From an optimization exercise on the open Yosys and OpenROAD flow, aimed at small area, a short achievable clock period and few clock cycles per item; shortcuts taken in it are not production practice. Where RTL was checked, it was by simulation tests only, not by an equivalence proof against the original.

==> flow/design.v <==
package mep_pkg;
    localparam int RADIUS_W = 5;
    localparam int FIELD_W  = 10;
    localparam int SQ_W     = 2 * RADIUS_W;
    localparam int K_W      = 17;
    localparam int T_W      = 16;
    localparam int COORD_BITS_DEFAULT = 11;
    localparam int CFG_IDX_W = 1;
    localparam logic [RADIUS_W-1:0] RADIUS_X_RESET = 5'd5;
    localparam logic [RADIUS_W-1:0] RADIUS_Y_RESET = 5'd2;
endpackage
import mep_pkg::*;
module midpoint_ellipse_points #(
    parameter int COORD_BITS = COORD_BITS_DEFAULT
) (
    input  logic                  clk,
    input  logic                  rst_n,
    input  logic                  cfg_we,
    input  logic [CFG_IDX_W-1:0]  cfg_index,
    input  logic [RADIUS_W-1:0]   cfg_data,
    input  logic                  in_valid,
    output logic                  in_ready,
    input  logic [FIELD_W-1:0]    center_x,
    input  logic [FIELD_W-1:0]    center_y,
    input  logic [FIELD_W-1:0]    shift_x,
    output logic                  out_valid,
    input  logic                  out_ready,
    output logic [COORD_BITS-1:0] x_right,
    output logic [COORD_BITS-1:0] x_left,
    output logic [COORD_BITS-1:0] y_upper,
    output logic [COORD_BITS-1:0] y_lower,
    output logic                  last_point
);
    logic [SQ_W-1:0]     a2_reg, b2_reg;
    logic [RADIUS_W-1:0] rb_reg;
    logic [SQ_W-1:0]     cfg_sq;
    function automatic logic [SQ_W-1:0] sq5(input logic [RADIUS_W-1:0] r);
        case (r)
            5'd0: sq5 = 10'd0;
            5'd1: sq5 = 10'd1;
            5'd2: sq5 = 10'd4;
            5'd3: sq5 = 10'd9;
            5'd4: sq5 = 10'd16;
            5'd5: sq5 = 10'd25;
            5'd6: sq5 = 10'd36;
            5'd7: sq5 = 10'd49;
            5'd8: sq5 = 10'd64;
            5'd9: sq5 = 10'd81;
            5'd10: sq5 = 10'd100;
            5'd11: sq5 = 10'd121;
            5'd12: sq5 = 10'd144;
            5'd13: sq5 = 10'd169;
            5'd14: sq5 = 10'd196;
            5'd15: sq5 = 10'd225;
            5'd16: sq5 = 10'd256;
            5'd17: sq5 = 10'd289;
            5'd18: sq5 = 10'd324;
            5'd19: sq5 = 10'd361;
            5'd20: sq5 = 10'd400;
            5'd21: sq5 = 10'd441;
            5'd22: sq5 = 10'd484;
            5'd23: sq5 = 10'd529;
            5'd24: sq5 = 10'd576;
            5'd25: sq5 = 10'd625;
            5'd26: sq5 = 10'd676;
            5'd27: sq5 = 10'd729;
            5'd28: sq5 = 10'd784;
            5'd29: sq5 = 10'd841;
            5'd30: sq5 = 10'd900;
            5'd31: sq5 = 10'd961;
            default: sq5 = '0;
        endcase
    endfunction
    assign cfg_sq = sq5(cfg_data);
    always_ff @(posedge clk or negedge rst_n)
    begin
        if (!rst_n)
        begin
            a2_reg <= SQ_W'(RADIUS_X_RESET * RADIUS_X_RESET);
            b2_reg <= SQ_W'(RADIUS_Y_RESET * RADIUS_Y_RESET);
            rb_reg <= RADIUS_Y_RESET;
        end
        else if (cfg_we)
        begin
            if (cfg_index == 1'b0)
            begin
                a2_reg <= cfg_sq;
            end
            else
            begin
                b2_reg <= cfg_sq;
                rb_reg <= cfg_data;
            end
        end
    end
    logic                  q_v, q_rdy;
    logic [2:0]            q_cnt;
    logic [FIELD_W-1:0]    q_cx, q_cy, q_sh;
    logic [SQ_W-1:0]       q_a2, q_b2;
    logic [RADIUS_W-1:0]   q_b;
    logic signed [T_W-1:0] q_t;
    logic [SQ_W+2:0]       q_k1;
    logic [SQ_W:0]         q_bf;
    logic                  q_v_n, in_ready_reg;
    logic                  load;
    assign q_rdy    = q_v && (q_cnt == 3'd5);
    assign q_v_n    = q_v ? !load : in_valid;
    assign in_ready = in_ready_reg;
    always_ff @(posedge clk or negedge rst_n)
    begin
        if (!rst_n)
        begin
            q_v          <= 1'b0;
            in_ready_reg <= 1'b1;
        end
        else
        begin
            q_v          <= q_v_n;
            in_ready_reg <= !q_v_n;
        end
    end
    always_ff @(posedge clk)
    begin
        if (!q_v)
        begin
            q_cx  <= center_x;
            q_cy  <= center_y;
            q_sh  <= shift_x;
            q_a2  <= a2_reg;
            q_b2  <= b2_reg;
            q_b   <= rb_reg;
            q_cnt <= 3'd0;
            q_t   <= '0;
        end
        else if (q_cnt != 3'd5)
        begin
            q_cnt <= q_cnt + 3'd1;
            q_b   <= {q_b[RADIUS_W-2:0], q_b[RADIUS_W-1]};
            q_t   <= (q_t <<< 1) - (q_b[RADIUS_W-1] ? T_W'(q_a2) : T_W'(0));
            q_k1  <= {q_a2, 1'b0} + {q_b2, 1'b0} + {3'b0, q_b2};
            q_bf  <= {1'b0, q_b2} + {3'b0, q_a2[SQ_W-1:2]};
        end
    end
    logic                       w_v, w_r2, w_sw1, w_sw2, w_ey0;
    logic [RADIUS_W-1:0]        w_ex, w_ey;
    logic signed [FIELD_W+1:0]  w_cxs;
    logic [FIELD_W-1:0]         w_cy;
    logic signed [K_W-1:0]      w_k, w_p, w_q, w_g;
    logic [SQ_W-1:0]            w_a2, w_b2;
    logic [SQ_W:0]              w_s;
    logic signed [SQ_W:0]       w_c;
    logic o_v;
    logic out_en, cont1, last, emit, step, adv, step_s, sw;
    assign sw     = w_sw1 || w_sw2;
    assign cont1  = w_g[K_W-1];
    assign last   = w_ey0 && (w_r2 || !cont1);
    assign out_en = !o_v || out_ready;
    assign emit   = w_v && !sw && out_en;
    assign step   = emit && !last;
    assign adv    = step || sw;
    assign load   = q_rdy && (!w_v || (emit && last));
    assign step_s = w_k[K_W-1] ^ w_r2;
    logic signed [K_W-1:0] a2_k, b2_k, s2_k, inc_p;
    logic signed [K_W-1:0] k_a, k_b, p_a, q_a, q_b2s, g_a, g_b;
    logic signed [K_W-1:0] k_n, p_n, q_n, g_n;
    assign a2_k  = K_W'(w_a2);
    assign b2_k  = K_W'(w_b2);
    assign s2_k  = K_W'(w_s) <<< 1;
    assign inc_p = w_r2 ? a2_k <<< 1 : b2_k <<< 1;
    assign k_a   = w_k + w_p;
    assign k_b   = w_k + (w_sw1 ? (w_q >>> 1) : w_q);
    assign p_a   = (w_sw1 ? K_W'(w_c) : (w_sw2 ? w_g : w_p))
                 + (w_sw1 ? ~w_p : (w_sw2 ? a2_k : inc_p)) + K_W'(w_sw1);
    assign q_a   = w_q + (w_sw1 ? ~b2_k : (w_sw2 ? a2_k : inc_p)) + K_W'(w_sw1);
    assign q_b2s = w_q + s2_k;
    assign g_a   = (w_sw1 ? w_q : w_g) + (w_sw1 ? ~w_p : b2_k) + K_W'(w_sw1);
    assign g_b   = w_g + K_W'(w_s);
    assign k_n = w_sw1 ? k_b : (w_sw2 ? k_a : (step_s ? k_a : k_b));
    assign p_n = p_a;
    assign q_n = (sw || step_s) ? q_a : q_b2s;
    assign g_n = (w_sw1 || step_s) ? g_a : g_b;
    logic [RADIUS_W-1:0] ex_n, ey_n;
    logic                ey_dec;
    assign ey_dec = w_r2 || !step_s;
    assign ex_n   = (!w_r2 || !step_s) ? w_ex + 1'b1 : w_ex;
    assign ey_n   = ey_dec ? w_ey - 1'b1 : w_ey;
    logic signed [K_W-1:0] qa2_k, qb2_k, qt_k;
    assign qa2_k = K_W'(q_a2);
    assign qb2_k = K_W'(q_b2);
    assign qt_k  = K_W'(q_t);
    always_ff @(posedge clk or negedge rst_n)
    begin
        if (!rst_n)
        begin
            w_v   <= 1'b0;
            w_sw1 <= 1'b0;
            w_sw2 <= 1'b0;
        end
        else
        begin
            if (load)              w_v <= 1'b1;
            else if (emit && last) w_v <= 1'b0;
            if (load)
                w_sw1 <= (q_t == '0) && (q_b != '0);
            else if (step)
                w_sw1 <= !w_r2 && !g_n[K_W-1] && (ey_n != '0);
            else
                w_sw1 <= 1'b0;
            w_sw2 <= w_sw1;
        end
    end
    always_ff @(posedge clk)
    begin
        if (load)
        begin
            w_r2  <= 1'b0;
            w_ex  <= '0;
            w_ey  <= q_b;
            w_ey0 <= (q_b == '0);
            w_cxs <= {{2{q_cx[FIELD_W-1]}}, q_cx} + {2'b00, q_sh};
            w_cy  <= q_cy;
            w_a2  <= q_a2;
            w_b2  <= q_b2;
            w_s   <= {1'b0, q_a2} + {1'b0, q_b2};
            w_g   <= qt_k;
            w_c   <= (SQ_W+1)'(3 * (q_b2 >> 2)) - (SQ_W+1)'(q_a2 >> 2)
                     + (SQ_W+1)'({q_b2[0], 1'b0}) - (SQ_W+1)'(1);
            w_k   <= K_W'(q_bf) + qt_k;
            w_p   <= (qb2_k <<< 1) + qb2_k;
            w_q   <= K_W'(q_k1) + (qt_k <<< 1);
        end
        else if (adv)
        begin
            w_k <= k_n;
            w_p <= p_n;
            w_q <= q_n;
            w_g <= g_n;
            if (w_sw2) w_r2 <= 1'b1;
            if (step)
            begin
                w_ex  <= ex_n;
                w_ey  <= ey_n;
                w_ey0 <= (ey_n == '0);
            end
        end
    end
    logic signed [FIELD_W+1:0] xr_s, xl_s;
    logic [COORD_BITS-1:0]     x_right_reg, x_left_reg, y_upper_reg, y_lower_reg;
    logic                      last_point_reg;
    assign xr_s = w_cxs + {7'b0, w_ex};
    assign xl_s = w_cxs - {7'b0, w_ex};
    function automatic logic [COORD_BITS-1:0] sat_hi(input logic signed [FIELD_W+1:0] v);
        if (!v[FIELD_W+1] && v[FIELD_W]) sat_hi = {1'b0, {(COORD_BITS-1){1'b1}}};
        else                             sat_hi = v[COORD_BITS-1:0];
    endfunction
    always_ff @(posedge clk or negedge rst_n)
    begin
        if (!rst_n)
        begin
            o_v <= 1'b0;
        end
        else
        begin
            o_v <= emit || (o_v && !out_ready);
        end
    end
    always_ff @(posedge clk)
    begin
        if (emit)
        begin
            x_right_reg    <= sat_hi(xr_s);
            x_left_reg     <= sat_hi(xl_s);
            y_upper_reg    <= {w_cy[FIELD_W-1], w_cy} + {6'b0, w_ey};
            y_lower_reg    <= {w_cy[FIELD_W-1], w_cy} - {6'b0, w_ey};
            last_point_reg <= last;
        end
    end
    assign out_valid  = o_v;
    assign x_right    = x_right_reg;
    assign x_left     = x_left_reg;
    assign y_upper    = y_upper_reg;
    assign y_lower    = y_lower_reg;
    assign last_point = last_point_reg;
endmodule
export LEC_CHECK = 0
export CAP_MARGIN = 20
export CORE_MARGIN = 2
export CORE_UTILIZATION = 40
export SLEW_MARGIN = 20
create_clock -name core_clock -period 9.0 [get_ports {clk}]
standard.sh (not shown) runs the stock make flow with config.mk's settings and CLKGATE_MAP_FILE= SYNTH_SCRIPT=/design/flow/synth_recipe.tcl, a recipe that flattens the netlist after the stock synthesis.
==> flow/flow/run.sh <==
#!/bin/bash
# The standard layout, with plain buffers on the ports instead of the delay cells
# buffer_ports picks by default, and timing repair aimed at a 3.4 ns period.
set -euo pipefail
export BUFFER_PORTS_ARGS="-buffer_cell sky130_fd_sc_hd__buf_2"
bash standard.sh SETUP_SLACK_MARGIN=5.6 finish > standard_flow.log 2>&1
Testbench counts at the start, summed over its fixed seeds: cycles 66,057, points 61,632.
Next try:
--- a/flow/design.v
+++ b/flow/design.v
@@ -35,42 +35,5 @@
     logic [RADIUS_W-1:0] rb_reg;
     logic [SQ_W-1:0]     cfg_sq;
-    function automatic logic [SQ_W-1:0] sq5(input logic [RADIUS_W-1:0] r);
-        case (r)
-            5'd0: sq5 = 10'd0;
-            5'd1: sq5 = 10'd1;
-            5'd2: sq5 = 10'd4;
-            5'd3: sq5 = 10'd9;
-            5'd4: sq5 = 10'd16;
-            5'd5: sq5 = 10'd25;
-            5'd6: sq5 = 10'd36;
-            5'd7: sq5 = 10'd49;
-            5'd8: sq5 = 10'd64;
-            5'd9: sq5 = 10'd81;
-            5'd10: sq5 = 10'd100;
-            5'd11: sq5 = 10'd121;
-            5'd12: sq5 = 10'd144;
-            5'd13: sq5 = 10'd169;
-            5'd14: sq5 = 10'd196;
-            5'd15: sq5 = 10'd225;
-            5'd16: sq5 = 10'd256;
-            5'd17: sq5 = 10'd289;
-            5'd18: sq5 = 10'd324;
-            5'd19: sq5 = 10'd361;
-            5'd20: sq5 = 10'd400;
-            5'd21: sq5 = 10'd441;
-            5'd22: sq5 = 10'd484;
-            5'd23: sq5 = 10'd529;
-            5'd24: sq5 = 10'd576;
-            5'd25: sq5 = 10'd625;
-            5'd26: sq5 = 10'd676;
-            5'd27: sq5 = 10'd729;
-            5'd28: sq5 = 10'd784;
-            5'd29: sq5 = 10'd841;
-            5'd30: sq5 = 10'd900;
-            5'd31: sq5 = 10'd961;
-            default: sq5 = '0;
-        endcase
-    endfunction
-    assign cfg_sq = sq5(cfg_data);
+    assign cfg_sq = cfg_data * cfg_data;
     always_ff @(posedge clk or negedge rst_n)
     begin
Outcome: The new run completed with no timing, DRC or antenna violations; via count increases by about 2.8%; non-clock buffer count rises by 52; synthesized area goes up by 1.3%; register-to-register slack loses 220 ps; hold slack is about the same; cell area goes up by about 6%; maximum frequency came out lower by 11%; wire length rises by 3.0%; core utilization rises by 2.0 points; worst setup slack gets worse by 440 ps; global-route usage climbs by 0.46 points; count of clock-buffer cells in the layout went down by 9.
Function not checked in the second run of this note: the RTL went through the layout flow alone.

========
Setup of old:
midpoint_ellipse_points, a different RTL version from the one above (not shown whole).
Size: ~2,100 cells after synthesis, ~270 flip-flops.
==> module midpoint_ellipse_points, before the edit <==
module midpoint_ellipse_points #(
    parameter int COORD_BITS = COORD_BITS_DEFAULT
) (
    input  logic                  clk,
    input  logic                  rst_n,
    input  logic                  cfg_we,
    input  logic [CFG_IDX_W-1:0]  cfg_index,
    input  logic [RADIUS_W-1:0]   cfg_data,
    input  logic                  in_valid,
    output logic                  in_ready,
    input  logic [FIELD_W-1:0]    center_x,
    input  logic [FIELD_W-1:0]    center_y,
    input  logic [FIELD_W-1:0]    shift_x,
    output logic                  out_valid,
    input  logic                  out_ready,
    output logic [COORD_BITS-1:0] x_right,
    output logic [COORD_BITS-1:0] x_left,
    output logic [COORD_BITS-1:0] y_upper,
    output logic [COORD_BITS-1:0] y_lower,
    output logic                  last_point
);
    logic [RADIUS_W-1:0] ra_reg, rb_reg;
    always_ff @(posedge clk or negedge rst_n)
    begin
        if (!rst_n)
        begin
            ra_reg <= RADIUS_X_RESET;
            rb_reg <= RADIUS_Y_RESET;
        end
        else if (cfg_we)
        begin
            if (cfg_index == 1'b0) ra_reg <= cfg_data;
            else                   rb_reg <= cfg_data;
        end
    end
    logic                q_v, q_rdy;
    logic [2:0]          q_cnt;
    logic [FIELD_W-1:0]  q_cx, q_cy, q_sh;
    logic [SQ_W-1:0]     q_a2, q_b2;
    logic [RADIUS_W-1:0] q_b;
    logic signed [T_W-1:0] q_t;
    logic                load;
    assign in_ready = !q_v;
    assign q_rdy    = q_v && (q_cnt == 3'd5);
    always_ff @(posedge clk or negedge rst_n)
    begin
        if (!rst_n)
        begin
            q_v <= 1'b0;
        end
        else
        begin
            if (!q_v)      q_v <= in_valid;
            else if (load) q_v <= 1'b0;
        end
    end
    always_ff @(posedge clk)
    begin
        if (!q_v)
        begin
            q_cx  <= center_x;
            q_cy  <= center_y;
            q_sh  <= shift_x;
            q_a2  <= ra_reg * ra_reg;
            q_b2  <= rb_reg * rb_reg;
            q_b   <= rb_reg;
            q_cnt <= 3'd0;
            q_t   <= '0;
        end
        else if (q_cnt != 3'd5)
        begin
            q_cnt <= q_cnt + 3'd1;
            q_t   <= (q_t <<< 1) - (q_b[3'd4 - q_cnt] ? T_W'(q_a2) : T_W'(0));
        end
    end
    logic                       w_v, w_r2;
    logic [RADIUS_W-1:0]        w_ex, w_ey;
    logic signed [FIELD_W+1:0]  w_cxs;
    logic [FIELD_W-1:0]         w_cy;
    logic signed [K_W-1:0]      w_k, w_p, w_q;
    logic [SQ_W-1:0]            w_a2, w_b2;
    logic [SQ_W:0]              w_s;
    logic signed [T_W-1:0]      w_g;
    logic signed [SQ_W:0]       w_c;
    logic o_v;
    logic out_en, cont1, ey0, trans, last, emit, step_s;
    assign cont1  = w_g[T_W-1];
    assign ey0    = (w_ey == '0);
    assign trans  = w_v && !w_r2 && !cont1 && !ey0;
    assign last   = ey0 && (w_r2 || !cont1);
    assign out_en = !o_v || out_ready;
    assign emit   = w_v && !trans && out_en;
    assign load   = q_rdy && (!w_v || (emit && last));
    assign step_s  = w_k[K_W-1] ^ w_r2;
    logic signed [K_W-1:0] a2_k, b2_k, t_k;
    assign a2_k = K_W'(q_a2);
    assign b2_k = K_W'(q_b2);
    assign t_k  = K_W'(q_t);
    logic signed [K_W-1:0] inc_p, inc_q;
    assign inc_p = w_r2 ? K_W'(w_a2) << 1 : K_W'(w_b2) << 1;
    assign inc_q = step_s ? inc_p : K_W'(w_s) << 1;
    always_ff @(posedge clk or negedge rst_n)
    begin
        if (!rst_n)
        begin
            w_v <= 1'b0;
        end
        else if (load)
        begin
            w_v <= 1'b1;
        end
        else if (emit && last)
        begin
            w_v <= 1'b0;
        end
    end
    always_ff @(posedge clk)
    begin
        if (load)
        begin
            w_r2  <= 1'b0;
            w_ex  <= '0;
            w_ey  <= q_b;
            w_cxs <= {{2{q_cx[FIELD_W-1]}}, q_cx} + {2'b00, q_sh};
            w_cy  <= q_cy;
            w_a2  <= q_a2;
            w_b2  <= q_b2;
            w_s   <= {1'b0, q_a2} + {1'b0, q_b2};
            w_g   <= q_t;
            w_c   <= (SQ_W+1)'(3 * (q_b2 >> 2)) - (SQ_W+1)'(q_a2 >> 2)
                     + (SQ_W+1)'({q_b2[0], 1'b0}) - (SQ_W+1)'(1);
            w_k   <= b2_k + t_k + K_W'(q_a2 >> 2);
            w_p   <= (b2_k << 1) + b2_k;
            w_q   <= (a2_k << 1) + (b2_k << 1) + b2_k + (t_k <<< 1);
        end
        else if (trans)
        begin
            w_r2 <= 1'b1;
            w_k  <= w_k - w_p + (w_q >>> 1) + K_W'(w_c);
            w_p  <= w_q - w_p + K_W'(w_a2);
            w_q  <= w_q + K_W'(w_a2) - K_W'(w_b2);
        end
        else if (emit && !last)
        begin
            w_k <= w_k + (step_s ? w_p : w_q);
            w_p <= w_p + inc_p;
            w_q <= w_q + inc_q;
            w_g <= w_g + (step_s ? T_W'(w_b2) : T_W'(w_s));
            if (!w_r2)
            begin
                w_ex <= w_ex + 1'b1;
                if (!step_s) w_ey <= w_ey - 1'b1;
            end
            else
            begin
                w_ey <= w_ey - 1'b1;
                if (!step_s) w_ex <= w_ex + 1'b1;
            end
        end
    end
    logic signed [FIELD_W+1:0] xr_s, xl_s;
    logic [COORD_BITS-1:0]     x_right_reg, x_left_reg, y_upper_reg, y_lower_reg;
    logic                      last_point_reg;
    assign xr_s = w_cxs + {7'b0, w_ex};
    assign xl_s = w_cxs - {7'b0, w_ex};
    function automatic logic [COORD_BITS-1:0] sat_hi(input logic signed [FIELD_W+1:0] v);
        if (!v[FIELD_W+1] && v[FIELD_W]) sat_hi = {1'b0, {(COORD_BITS-1){1'b1}}};
        else                             sat_hi = v[COORD_BITS-1:0];
    endfunction
    always_ff @(posedge clk or negedge rst_n)
    begin
        if (!rst_n)
        begin
            o_v <= 1'b0;
        end
        else
        begin
            o_v <= emit || (o_v && !out_ready);
        end
    end
    always_ff @(posedge clk)
    begin
        if (emit)
        begin
            x_right_reg    <= sat_hi(xr_s);
            x_left_reg     <= sat_hi(xl_s);
            y_upper_reg    <= {w_cy[FIELD_W-1], w_cy} + {6'b0, w_ey};
            y_lower_reg    <= {w_cy[FIELD_W-1], w_cy} - {6'b0, w_ey};
            last_point_reg <= last;
        end
    end
    assign out_valid  = o_v;
    assign x_right    = x_right_reg;
    assign x_left     = x_left_reg;
    assign y_upper    = y_upper_reg;
    assign y_lower    = y_lower_reg;
    assign last_point = last_point_reg;
endmodule
==> flow/config.mk <==
export PLATFORM = sky130hd
export DESIGN_NAME = midpoint_ellipse_points
export DESIGN_NICKNAME = midpoint_ellipse_points
export VERILOG_FILES = /design/flow/design.v
export SDC_FILE = /design/flow/constraint.sdc
export NUM_CORES = 4
export LEC_CHECK = 0
export CAP_MARGIN = 20
export CORE_MARGIN = 2
export CORE_UTILIZATION = 40
export SLEW_MARGIN = 20
==> flow/constraint.sdc <==
create_clock -name core_clock -period 9.0 [get_ports {clk}]
set_input_delay 1.8000 -clock core_clock [delete_from_list [all_inputs] [get_ports {clk}]]
set_output_delay 1.8000 -clock core_clock [all_outputs]
set_load 0.01 [all_outputs]
run.sh (not shown) runs the stock make flow with config.mk's settings and CLKGATE_MAP_FILE= SYNTH_SCRIPT=/design/flow/synth_recipe.tcl, a recipe that flattens the netlist after the stock synthesis.
Stock flow here: none of the scripts above is used.
Per the final summary, old finished and its layout is clean on timing, DRC and antenna.
Testbench counts of old, summed over its fixed seeds: cycles 63,926, points 61,632.
[inputs] new vs old
diff --git a/flow/design.v b/flow/design.v
--- a/flow/design.v
+++ b/flow/design.v
@@ -5,5 +5,4 @@
     localparam int M_W      = SQ_W + RADIUS_W;
     localparam int K_W      = 17;
-    localparam int T_W      = 16;
     localparam int COORD_BITS_DEFAULT = 11;
     localparam int CFG_IDX_W = 1;
@@ -48,17 +47,16 @@
     end
     logic                q_v, q_rdy;
-    logic [2:0]          q_cnt;
     logic [FIELD_W-1:0]  q_cx, q_cy, q_sh;
     logic [SQ_W-1:0]     q_a2, q_b2;
     logic [RADIUS_W-1:0] q_b;
-    logic signed [T_W-1:0] q_t;
+    logic [M_W-1:0]      q_m;
     logic                load;
     assign in_ready = !q_v;
-    assign q_rdy    = q_v && (q_cnt == 3'd5);
-    always_ff @(posedge clk or negedge rst_n)
-    begin
-        if (!rst_n)
-        begin
-            q_v <= 1'b0;
+    always_ff @(posedge clk or negedge rst_n)
+    begin
+        if (!rst_n)
+        begin
+            q_v   <= 1'b0;
+            q_rdy <= 1'b0;
         end
         else
@@ -66,4 +64,5 @@
             if (!q_v)      q_v <= in_valid;
             else if (load) q_v <= 1'b0;
+            q_rdy <= q_v && !load;
         end
     end
@@ -72,17 +71,14 @@
         if (!q_v)
         begin
-            q_cx  <= center_x;
-            q_cy  <= center_y;
-            q_sh  <= shift_x;
-            q_a2  <= ra_reg * ra_reg;
-            q_b2  <= rb_reg * rb_reg;
-            q_b   <= rb_reg;
-            q_cnt <= 3'd0;
-            q_t   <= '0;
-        end
-        else if (q_cnt != 3'd5)
-        begin
-            q_cnt <= q_cnt + 3'd1;
-            q_t   <= (q_t <<< 1) - (q_b[3'd4 - q_cnt] ? T_W'(q_a2) : T_W'(0));
+            q_cx <= center_x;
+            q_cy <= center_y;
+            q_sh <= shift_x;
+            q_a2 <= ra_reg * ra_reg;
+            q_b2 <= rb_reg * rb_reg;
+            q_b  <= rb_reg;
+        end
+        if (!q_rdy)
+        begin
+            q_m <= q_a2 * q_b;
         end
     end
@@ -94,9 +90,9 @@
     logic [SQ_W-1:0]            w_a2, w_b2;
     logic [SQ_W:0]              w_s;
-    logic signed [T_W-1:0]      w_g;
+    logic signed [K_W-1:0]      w_k1;
     logic signed [SQ_W:0]       w_c;
     logic o_v;
     logic out_en, cont1, ey0, trans, last, emit, step_s;
-    assign cont1  = w_g[T_W-1];
+    assign cont1  = (w_q < w_k1);
     assign ey0    = (w_ey == '0);
     assign trans  = w_v && !w_r2 && !cont1 && !ey0;
@@ -106,8 +102,8 @@
     assign load   = q_rdy && (!w_v || (emit && last));
     assign step_s  = w_k[K_W-1] ^ w_r2;
-    logic signed [K_W-1:0] a2_k, b2_k, t_k;
+    logic signed [K_W-1:0] a2_k, b2_k, m_k, s_k, c_k;
     assign a2_k = K_W'(q_a2);
     assign b2_k = K_W'(q_b2);
-    assign t_k  = K_W'(q_t);
+    assign m_k  = K_W'(q_m);
     logic signed [K_W-1:0] inc_p, inc_q;
     assign inc_p = w_r2 ? K_W'(w_a2) << 1 : K_W'(w_b2) << 1;
@@ -140,10 +136,10 @@
             w_b2  <= q_b2;
             w_s   <= {1'b0, q_a2} + {1'b0, q_b2};
-            w_g   <= q_t;
+            w_k1  <= (a2_k << 1) + (b2_k << 1) + b2_k;
             w_c   <= (SQ_W+1)'(3 * (q_b2 >> 2)) - (SQ_W+1)'(q_a2 >> 2)
                      + (SQ_W+1)'({q_b2[0], 1'b0}) - (SQ_W+1)'(1);
-            w_k   <= b2_k + t_k + K_W'(q_a2 >> 2);
+            w_k   <= b2_k - m_k + K_W'(q_a2 >> 2);
             w_p   <= (b2_k << 1) + b2_k;
-            w_q   <= (a2_k << 1) + (b2_k << 1) + b2_k + (t_k <<< 1);
+            w_q   <= (a2_k << 1) + (b2_k << 1) + b2_k - (m_k << 1);
         end
         else if (trans)
@@ -159,5 +155,4 @@
             w_p <= w_p + inc_p;
             w_q <= w_q + inc_q;
-            w_g <= w_g + (step_s ? T_W'(w_b2) : T_W'(w_s));
             if (!w_r2)
             begin
## What came out
- new: all stages complete, timing, DRC and antenna checks passed
- The endpoint of the worst setup timing path comes out w_k[15]$_DFFE_PP_ in one run and w_q[15]$_DFFE_PP_ in the other, namely in old and new respectively.
- In new, setup slack is lower than in old.
- The die used by new is larger than the one used by old.
- new vs old on critical path's largest stage delay: new is the higher one.
- Compare old and new | clock period minus final worst setup slack higher: new
- Of old and new, the higher area of all placed cells without fillers belongs to new.
- Summary of the comparison: sequential cell count is lower in new, relative to old.
- The worst hold slack of new and that of old are within noise of each other.
- Proportion of synthesized flip-flops having asynchronous set or reset, old and new, higher one = new.
- Looking only at post-synthesis simple-gate area fraction, and setting everything else aside, the lower value of old and new goes to old.
- new vs. old: total routing resource utilization after global routing went up by 0.31 points.
- Die height in new is about 1.7% above old.
- In new, sequential cell area is lower than in old.
- Relative to old, global routing met3 resource utilization has decreased by 0.47 points in new.
Testbench counts of new, summed over its fixed seeds: cycles 63,825, points 61,632.

-- separate check: timing with driven ports --
The flow's constraints put no driver on any port. The routed layouts listed below were extracted and timed again, unchanged, in two steps. Step 1 sets driving cells, clkbuf_16 on the clock port and buf_2 on the other inputs (assumed; they add their load-dependent delay and slew). Step 2 adds t to the input delays and takes it off the output delays; t is the mean of the earliest and latest rising clock arrival at the registers after step 1. Input paths then give back, and output paths get back, about the clock's delay inside the block. Three values: no drivers, after step 1, after step 2; two values: the first two.
run	t (ns)	setup slack, ns	worst hold slack (ns)	worst setup path at the end	pins driven straight from the clock port
the first run of note 1	0.612	5.422 / 5.422 / 5.061	0.417 / 0.417 / 0.417	input to register	1
the second run of note 1	0.624	4.986 / 4.978 / 4.354	0.418 / 0.418 / 0.418	input to register	1
old	0.591	4.210 / 4.210 / 3.678	0.418 / 0.418 / 0.418	input to register	1
new	0.646	3.877 / 3.877 / 3.623	0.418 / 0.418 / 0.418	input to register	1
After both steps every run listed still meets setup and hold. The setup slack of the second run of note 1, which loses most, moves by -0.008 ns with the drivers and by -0.632 ns with both steps.
